What follows belongs to an exercise in optimizing a design on an open flow for small area; a production flow would make more cautious choices. Only the layout flow was run in this run; the RTL was not checked for function there. Power and IR drop assume default switching activity.

==> flow/design.v <==
package adc_pkg;
  localparam int NCH      = 8;
  localparam int DW       = 16;
  localparam int LOG2_MAX = 7;
  localparam int ACCW     = 23;
  localparam int LOG2_RST = 3;
endpackage
module adc_avg_dec (
  input  logic       en,
  input  logic [2:0] a,
  output logic [7:0] oh
);
  always_comb begin
    for (int k = 0; k < 8; k++) oh[k] = en && (a == 3'(k));
  end
endmodule
module adc_avg_aomux #(
  parameter int W = 16
) (
  input  logic [8*W-1:0] d,
  input  logic [7:0]     oh,
  output logic [W-1:0]   y
);
  always_comb begin
    y = '0;
    for (int k = 0; k < 8; k++) y = y | (d[k*W +: W] & {W{oh[k]}});
  end
endmodule
module adc_avg_shift (
  input  logic [22:0] sum,
  input  logic [7:0]  oh,
  output logic [15:0] y
);
  always_comb begin
    y = '0;
    for (int k = 0; k < 8; k++) y = y | ((sum[k +: 16] ^ 16'h8000) & {16{oh[k]}});
  end
endmodule
module adc_avg_add (
  input  logic [22:0] acc,
  input  logic [6:0]  cnt,
  input  logic [15:0] din,
  input  logic [6:0]  mask,
  input  logic        clr,
  output logic [22:0] sum,
  output logic        last,
  output logic [22:0] acc_nxt,
  output logic [6:0]  cnt_nxt
);
  logic [15:0] u, p, g;
  logic [16:0] c;
  logic [7:0]  gg, gp;
  logic [6:0]  pre;
  logic        flush;
  assign u = {~din[15], din[14:0]};
  assign p = acc[15:0] ^ u;
  assign g = acc[15:0] & u;
  assign c[0] = 1'b0;
  for (genvar j = 0; j < 8; j++) begin : g_grp
    assign gg[j]       = g[2*j+1] | (p[2*j+1] & g[2*j]);
    assign gp[j]       = p[2*j+1] & p[2*j];
    assign c[2*j+1]    = g[2*j] | (p[2*j] & c[2*j]);
    assign c[2*j+2]    = gg[j] | (gp[j] & c[2*j]);
  end
  assign sum[15:0] = p ^ c[15:0];
  assign pre[0] = 1'b1;
  for (genvar i = 1; i < 7; i++) begin : g_inc
    assign pre[i] = pre[i-1] & acc[15+i];
  end
  assign sum[22:16] = acc[22:16] ^ (pre & {7{c[16]}});
  assign last    = &(cnt | ~mask);
  assign flush   = clr || last;
  assign acc_nxt = flush ? '0 : sum;
  assign cnt_nxt = flush ? '0 : cnt + 1'b1;
endmodule
module adc_avg_dp (
  input  logic [8*30-1:0] st_all,
  input  logic [7:0]      ch_oh,
  input  logic [7:0]      lg_oh,
  input  logic [15:0]     din,
  input  logic [6:0]      mask,
  input  logic            clr,
  output logic            last,
  output logic [22:0]     acc_nxt,
  output logic [6:0]      cnt_nxt,
  output logic [15:0]     res_nxt
);
  logic [29:0] st_sel;
  logic [22:0] sum;
  always_comb begin
    st_sel = '0;
    for (int k = 0; k < 8; k++) st_sel = st_sel | (st_all[k*30 +: 30] & {30{ch_oh[k]}});
  end
  logic [15:0] u, p, g;
  logic [16:0] c;
  logic [7:0]  gg, gp;
  logic [6:0]  pre;
  logic        flush;
  logic [22:0] acc;
  logic [6:0]  cnt;
  logic [15:0] t;
  assign acc = st_sel[22:0];
  assign cnt = st_sel[29:23];
  assign u = {~din[15], din[14:0]};
  assign p = acc[15:0] ^ u;
  assign g = acc[15:0] & u;
  assign c[0] = 1'b0;
  for (genvar j = 0; j < 8; j++) begin : g_grp
    assign gg[j]       = g[2*j+1] | (p[2*j+1] & g[2*j]);
    assign gp[j]       = p[2*j+1] & p[2*j];
    assign c[2*j+1]    = g[2*j] | (p[2*j] & c[2*j]);
    assign c[2*j+2]    = gg[j] | (gp[j] & c[2*j]);
  end
  assign sum[15:0] = p ^ c[15:0];
  assign pre[0] = 1'b1;
  for (genvar i = 1; i < 7; i++) begin : g_inc
    assign pre[i] = pre[i-1] & acc[15+i];
  end
  assign sum[22:16] = acc[22:16] ^ (pre & {7{c[16]}});
  assign last    = &(cnt | ~mask);
  assign flush   = clr || last;
  assign acc_nxt = flush ? '0 : sum;
  assign cnt_nxt = flush ? '0 : cnt + 1'b1;
  always_comb begin
    t = '0;
    for (int k = 0; k < 8; k++) t = t | ((sum[k +: 16] ^ 16'h8000) & {16{lg_oh[k]}});
  end
  assign res_nxt = t;
endmodule
module adc_avg (
  input  logic           clk,
  input  logic           rst,
  input  logic           s_valid,
  input  logic [2:0]     s_ch,
  input  logic [adc_pkg::DW-1:0]  s_data,
  input  logic           cfg_wr,
  input  logic [2:0]     cfg_log2,
  input  logic           rd_en,
  input  logic [2:0]     rd_addr,
  output logic [adc_pkg::DW-1:0]  rd_data,
  output logic [adc_pkg::NCH-1:0] new_flags,
  output logic [adc_pkg::NCH-1:0] ovr_flags,
  input  logic           clr_ovr
);
  localparam int NCH      = adc_pkg::NCH;
  localparam int DW       = adc_pkg::DW;
  localparam int ACCW     = adc_pkg::ACCW;
  localparam int LOG2_MAX = adc_pkg::LOG2_MAX;
  localparam int LOG2_RST = adc_pkg::LOG2_RST;
  localparam int SW       = ACCW + LOG2_MAX;
  logic [2:0]          log2_q;
  logic [ACCW-1:0]     acc [NCH];
  logic [LOG2_MAX-1:0] cnt [NCH];
  logic [DW-1:0]       res [NCH];
  always_ff @(posedge clk) begin
    if (rst) begin
      log2_q <= 3'(LOG2_RST);
    end else if (cfg_wr) begin
      log2_q <= cfg_log2;
    end
  end
  logic [NCH-1:0]      ch_oh, rd_oh, lg_oh;
  logic [NCH*SW-1:0]   st_all;
  logic [NCH*DW-1:0]   res_all;
  logic [DW-1:0]       rd_sel;
  logic                last;
  logic [ACCW-1:0]     acc_nxt;
  logic [LOG2_MAX-1:0] cnt_nxt;
  logic [LOG2_MAX-1:0] mask;
  logic [DW-1:0]       res_nxt;
  for (genvar i = 0; i < NCH; i++) begin : g_pack
    assign st_all[i*SW +: SW]  = {cnt[i], acc[i]};
    assign res_all[i*DW +: DW] = res[i];
  end
  assign mask = ~({LOG2_MAX{1'b1}} << log2_q);
  always_comb begin
    for (int k = 0; k < NCH; k++) begin
      ch_oh[k] = (s_ch == 3'(k));
      rd_oh[k] = !rst && (rd_addr == 3'(k));
      lg_oh[k] = !rst && (log2_q == 3'(k));
    end
  end
  adc_avg_dp u_dp (
    .st_all  (st_all),
    .ch_oh   (ch_oh),
    .lg_oh   (lg_oh),
    .din     (s_data),
    .mask    (mask),
    .clr     (rst || cfg_wr),
    .last    (last),
    .acc_nxt (acc_nxt),
    .cnt_nxt (cnt_nxt),
    .res_nxt (res_nxt)
  );
  adc_avg_aomux #(.W(DW)) u_rd_mux (.d(res_all), .oh(rd_oh), .y(rd_sel));
  for (genvar i = 0; i < NCH; i++) begin : g_ch
    logic upd;
    assign upd = s_valid && !cfg_wr && ch_oh[i] && last;
    always_ff @(posedge clk) begin
      if (rst || cfg_wr || (s_valid && ch_oh[i])) begin
        acc[i] <= acc_nxt;
        cnt[i] <= cnt_nxt;
      end
    end
    always_ff @(posedge clk) begin
      if (rst || upd) begin
        res[i] <= res_nxt;
      end
    end
    always_ff @(posedge clk) begin
      if (rst) begin
        new_flags[i] <= 1'b0;
        ovr_flags[i] <= 1'b0;
      end else begin
        if (upd) begin
          new_flags[i] <= 1'b1;
        end else if (rd_en && rd_oh[i]) begin
          new_flags[i] <= 1'b0;
        end
        if (upd && new_flags[i] && !(rd_en && rd_oh[i])) begin
          ovr_flags[i] <= 1'b1;
        end else if (clr_ovr) begin
          ovr_flags[i] <= 1'b0;
        end
      end
    end
  end
  always_ff @(posedge clk) begin
    if (rst || rd_en) begin
      rd_data <= rd_sel;
    end
  end
endmodule
==> flow/flow/run.sh <==
#!/bin/bash
# Standard ORFS layout (the standard.sh, unchanged synthesis) with two
# changes: CTS without dummy loads and with larger sink clusters, and
# minimum-size buffers on the ports (every port still gets its buffer).
set -euo pipefail
CTS="-sink_clustering_enable -repair_clock_nets -dont_use_dummy_load"
CTS="$CTS -buf_list sky130_fd_sc_hd__clkbuf_4 -sink_clustering_size 10 -sink_clustering_max_diameter 40"
bash standard.sh "CTS_ARGS=$CTS" \
  "BUFFER_PORTS_ARGS=-buffer_cell sky130_fd_sc_hd__buf_1" \
  finish > flow.log 2>&1
==> flow/standard.sh <==
#!/bin/bash
# synth_recipe.tcl (not shown) runs the flow's synth.tcl, then flattens the netlist and writes it again
# the make line also repeats each setting of config.mk as NAME=value (left out here)
make -C /OpenROAD-flow-scripts/flow DESIGN_CONFIG=/design/flow/config.mk WORK_HOME=/design/flow/orfs CLKGATE_MAP_FILE= SYNTH_SCRIPT=/design/flow/synth_recipe.tcl "${@:-finish}"
==> flow/config.mk <==
export PLATFORM = sky130hd
export DESIGN_NAME = adc_avg
export DESIGN_NICKNAME = adc_avg
export VERILOG_FILES = /design/flow/design.v
export SDC_FILE = /design/flow/constraint.sdc
export NUM_CORES = 4
export LEC_CHECK = 0
export CAP_MARGIN = 20
export CORE_MARGIN = 2
export CORE_UTILIZATION = 60
export SLEW_MARGIN = 20
export SYNTH_HIERARCHICAL = 1
==> flow/constraint.sdc <==
create_clock -name core_clock -period 6.0 [get_ports {clk}]
set_input_delay 1.2000 -clock core_clock [delete_from_list [all_inputs] [get_ports {clk}]]
set_output_delay 1.2000 -clock core_clock [all_outputs]
set_load 0.01 [all_outputs]
==> run summary <==
[modules after synthesis (local to each module, per instance), a selection]
module / cells / cell area [um2] / copies in the design
adc_avg: 529 / 12600 / 1
adc_avg_dp: 431 / 3020 / 1
[placed cells by master (no fill, tap or decap), drive strengths merged, types with 9 or more instances in the layout]
cell type / count
o21ai: 36
ha: 17
dfxtp: 19
nand2: 55
inv: 28
nand2b: 9
a21oi: 10
clkbuf: 52
nor3: 10
buf: 128
xor2: 10
nor2: 40
a221oi: 12
nand3: 18
a222oi: 16
a22oi: 192
edfxtp: 384
nor2b: 9
nand4: 45
[report_power, final]
group          switching, mW  total, mW  internal, mW
sequential             0.101       3.65          3.55
combinational          0.585      0.823         0.238
clock                  0.823       1.22         0.397
total                   1.51       5.70          4.19
[worst reg2reg max path, stage by stage, from the launching register on]
cell and delay, ns:
edfxtp_1 0.39, a22oi_1 0.20, nand4_1 0.13, ha_1 0.23
fa_1 0.45, nand3_1 0.14, a211oi_2 0.09, or2_2 0.33
a21o_1 0.18, a21o_1 0.19, fa_1 0.41, xor2_1 0.46
a22oi_1 0.13, nand3_1 0.13, a21oi_1 0.04, o21ai_0 0.36
[metrics by stage]
step	instance area, um2	hold WS [ns]	util [%]	worst slack [ns]
after floorplan	16400	0.471	-	0.541
after global placement	17300	0.437	64.4	0.325
after detailed placement	17300	0.446	64.4	0.234
after CTS	17700	0.455	65.8	0.973
after global routing	17700	0.478	65.8	0.566
final	17700	0.450	65.8	0.822
[synth_stat cells, drive strengths merged, types with 2 or more instances]
cell | number | area (um2)
and4 | 2 | 17.5
xor2 | 10 | 95.1
nand3 | 18 | 95.1
a222oi | 16 | 160
o21a | 3 | 22.5
nand2 | 55 | 206
mux2i | 3 | 30.0
inv | 28 | 105
clkbuf | 20 | 75.1
a21oi | 10 | 50.1
a22oi | 192 | 1440
xnor2 | 8 | 70.1
nor2b | 9 | 58.8
o211ai | 7 | 52.6
fa | 8 | 160
o311ai | 2 | 25.0
dfxtp | 19 | 380
o21ai | 36 | 184
a22o | 2 | 17.5
ha | 17 | 213
nand2b | 9 | 56.3
nand4 | 45 | 288
a2111oi | 4 | 60.1
and3 | 4 | 30.0
nor2 | 40 | 150
or2 | 5 | 31.3
o22ai | 4 | 25.0
a211oi | 4 | 35.0
buf | 45 | 355
nor4 | 2 | 12.5
a221oi | 12 | 105
nor3 | 10 | 50.1
and2 | 6 | 37.5
edfxtp | 384 | 11500
o31ai | 4 | 45.1
a21o | 4 | 30.0
and4bb | 2 | 25.0
[per-layer routing]
layer  GRT usage (%)  share of wire, %  vias up
met5               0                 0        -
met4            8.06               2.5        0
met3            4.29               7.5       83
met2            47.3                49      480
met1            40.2                41     5063
li1                -                 -     4506
[how the worst max path moves through the flow]
stage / from / endpoint / slack [ns] / depth (start not counted)
final: s_ch[2] / res[7][12]$_DFFE_PP_ / 0.82 / 19
after global routing: s_ch[2] / res[5][12]$_DFFE_PP_ / 0.57 / 19
after CTS: s_ch[2] / res[0][15]$_DFFE_PP_ / 0.97 / 20
after detailed placement: s_ch[2] / res[1][12]$_DFFE_PP_ / 0.23 / 19
after global placement: s_ch[2] / res[0][12]$_DFFE_PP_ / 0.33 / 19
after floorplan: s_ch[1] / res[0][15]$_DFFE_PP_ / 0.54 / 22
[sequential cells by signal (all words and copies together) (netlist names)]
name / count
log2_q: 3
ovr_flags: 8
res: 128
new_flags: 8
rd_data: 16
cnt: 56
acc: 184
[kinds of logic (layout without fill, tap and decap cells)]
logic type / Yosys count / count (layout)
buf+inv: 93 / 208
compound gates: 304 / 304
flops: 403 / 403
fa+ha+maj: 25 / 25
simple gates: 210 / 210
mux: 3 / 3
other cells: 0 / 2
xor+xnor: 18 / 18
[cell type report]
class                           instances  area, um2
Inverter                               28        105
Timing Repair Buffer                  128        728
Antenna cell                            2       5.00
Tap cell                              341        427
Sequential cell                       403      11900
Multi-Input combinational cell        560       4130
Fill cell                            1985       9180
Clock buffer                           52        390
==> run summary <==
- Status: no timing/DRC/antenna violations
- Max-cap violation count: 0
- Post-synthesis mux area share: 0.183%
- H-tree depth: 2
- Syn_area_per_cell: 15.5 um2
- Clk latency of the worst-skew pair: 0.74 ns
- Yosys warning total: 12
- GP Congestion: 0.883
- DRC: 0
- Initial core utilization: 61.0%
- Fraction of layout cells with a size suffix above 1: 13.5%
- Power, Total: 5.70 mW
- Final Cycle Share: 86.3%
- Worst Hold Path EP: ovr_flags[4]$_SDFFE_PP0P_
- Initial antenna violation count: 1
- Endpoints failing setup: 0
- Die span in x: 169 um
- R2r startpoint: acc[2][0]$_DFFE_PP_
- Cell breakdown of the critical path: buf_1, nor2b_1, and2_1, buf_4, a22oi_1, nand4_1, ha_1, nand3_1, a211oi_2, o21ai_2, nand2_1, a21o_1, a21oi_1, fa_1, xnor2_1, a22oi_1, nand2_1, a221oi_1, o21ai_0
- Kind of critical path: input port to register
- Largest net degree at the start of global routing: 31
- Max incr delay on CP: 0.59 ns
- Slew of the pin with the lowest slew margin: 1.07 ns
- Max Transition Viols Final: 0
- Endpoint class of the critical path: register
- Critical path arrival: 5.54 ns
- WP buf/inv: 2
- Die outline height: 169 um
- Area Growth Syn to Fin: 7.86%
- Reg2reg path depth: 15
- Hold Buf Count CTS: 0
- Hold crit path type: register to register
- Clock Sinks: 403
- # resized after CTS: 0
- Adder-cell share of the synthesized area: 2.27%
- Peak VDD IR: 0.216 mV
- Worst R2R End: res[7][10]$_DFFE_PP_
- Largest family of logic cells by synthesized area: compound AO/OA/AOI/OAI gates
- Pre-antenna DRT Iters: 9
- Worst rel slew slack: 28.3%
- RSZ-0062 raised after global routing: no
- Compound-cell area share of the yosys netlist: 14.0%
- Final-report hold violation count: 0
- Clock Tree Buf Depth: 3
- Final HPWL DP: 25000 um
- Port Buffers: 62
- Post-Syn Area: 16400 um2
- FF+latch count, synth: 403
- Cts bufs inserted: 52
- Post-synthesis cell type count: 61
- Grt total ovfl: 0
- Antenna Nets Post-Route: 0
- Sequential cell area fraction in the yosys report: 72.6%
- Final Non-Filler Cells: 1514
- Drt wl/cell: 26.8 um
- Syn Nets: 1112
- CTS tree: built
- TNS Setup: 0 ns
- Postcts setup bufs: 0
- Placement Rows: 60
- Maximum fanout along the worst path: 9
- Final Critical Period: 5.18 ns
- Vias post-DR: 10132
- Clk root buf: clkbuf_4
- XOR/XNOR Fraction of Synth Area: 1.01%
- Critical Path Start Type: input port
- Simple-gate share of the synthesized area: 6.69%
- Die Footprint: 28700 um2
- Post-Route WL: 40600 um
- Core footprint: 26900 um2
- Placed insts: 1460
- Post-synth ARST share: 0%
- Total GRT Usage: 28.6%
- First-pass GRT wire length: 60400 um
- Critical path's top delay family: compound AO/OA/AOI/OAI gates
- Clock Skews: 0.110 ns
- Hold depth: 2
- CP Data Required Time: 6.36 ns
- # IOs: 63
- Fmax: 193 MHz
- Hold Startpoint: ovr_flags[4]$_SDFFE_PP0P_
- Crit path max-delay cell type: xnor2_1
- Power Density: 322 nW/um2
- Drt via density: 6.69
- Clock slew at reported path FFs: 0.10 ns
- Top FF cell, synth: edfxtp_1
- Pleak: 6.29 nW
- Initial drt markers: 1359
- Post-synth EDFFs: 384
- Vias in the first global route: 9803
- Synthesized netlist cell count: 1056
- Register-to-Register Setup Slack: 1.76 ns
- Net count, final: 1229

## re-timing with driven ports
No port has a modelled driver above. Below, the same layout with a new extraction and two added sets of constraints.
Step 1, drivers: a clkbuf_16 drives clk and a buf_2 each remaining input, both assumed.
Step 2, shift: input delay + t, output delay - t, t = (earliest + latest rising clock arrival at the registers) / 2. This alone moves slack from input paths to output paths.
Three values: ideal ports, drivers, drivers and shift; two values: the first two.
shift t [ns]: 0.732
slack for setup (ns): 0.822 / 0.835 / 0.103
hold slack, ns: 0.450 / 0.450 / 0.450
slew at the worst register clock pin (ns): 0.11 / 0.11
pins driven straight from the clock port: 1
After both steps this run still meets setup and hold. The setup slack of this run moves by +0.013 ns with the drivers and by -0.719 ns with both steps.
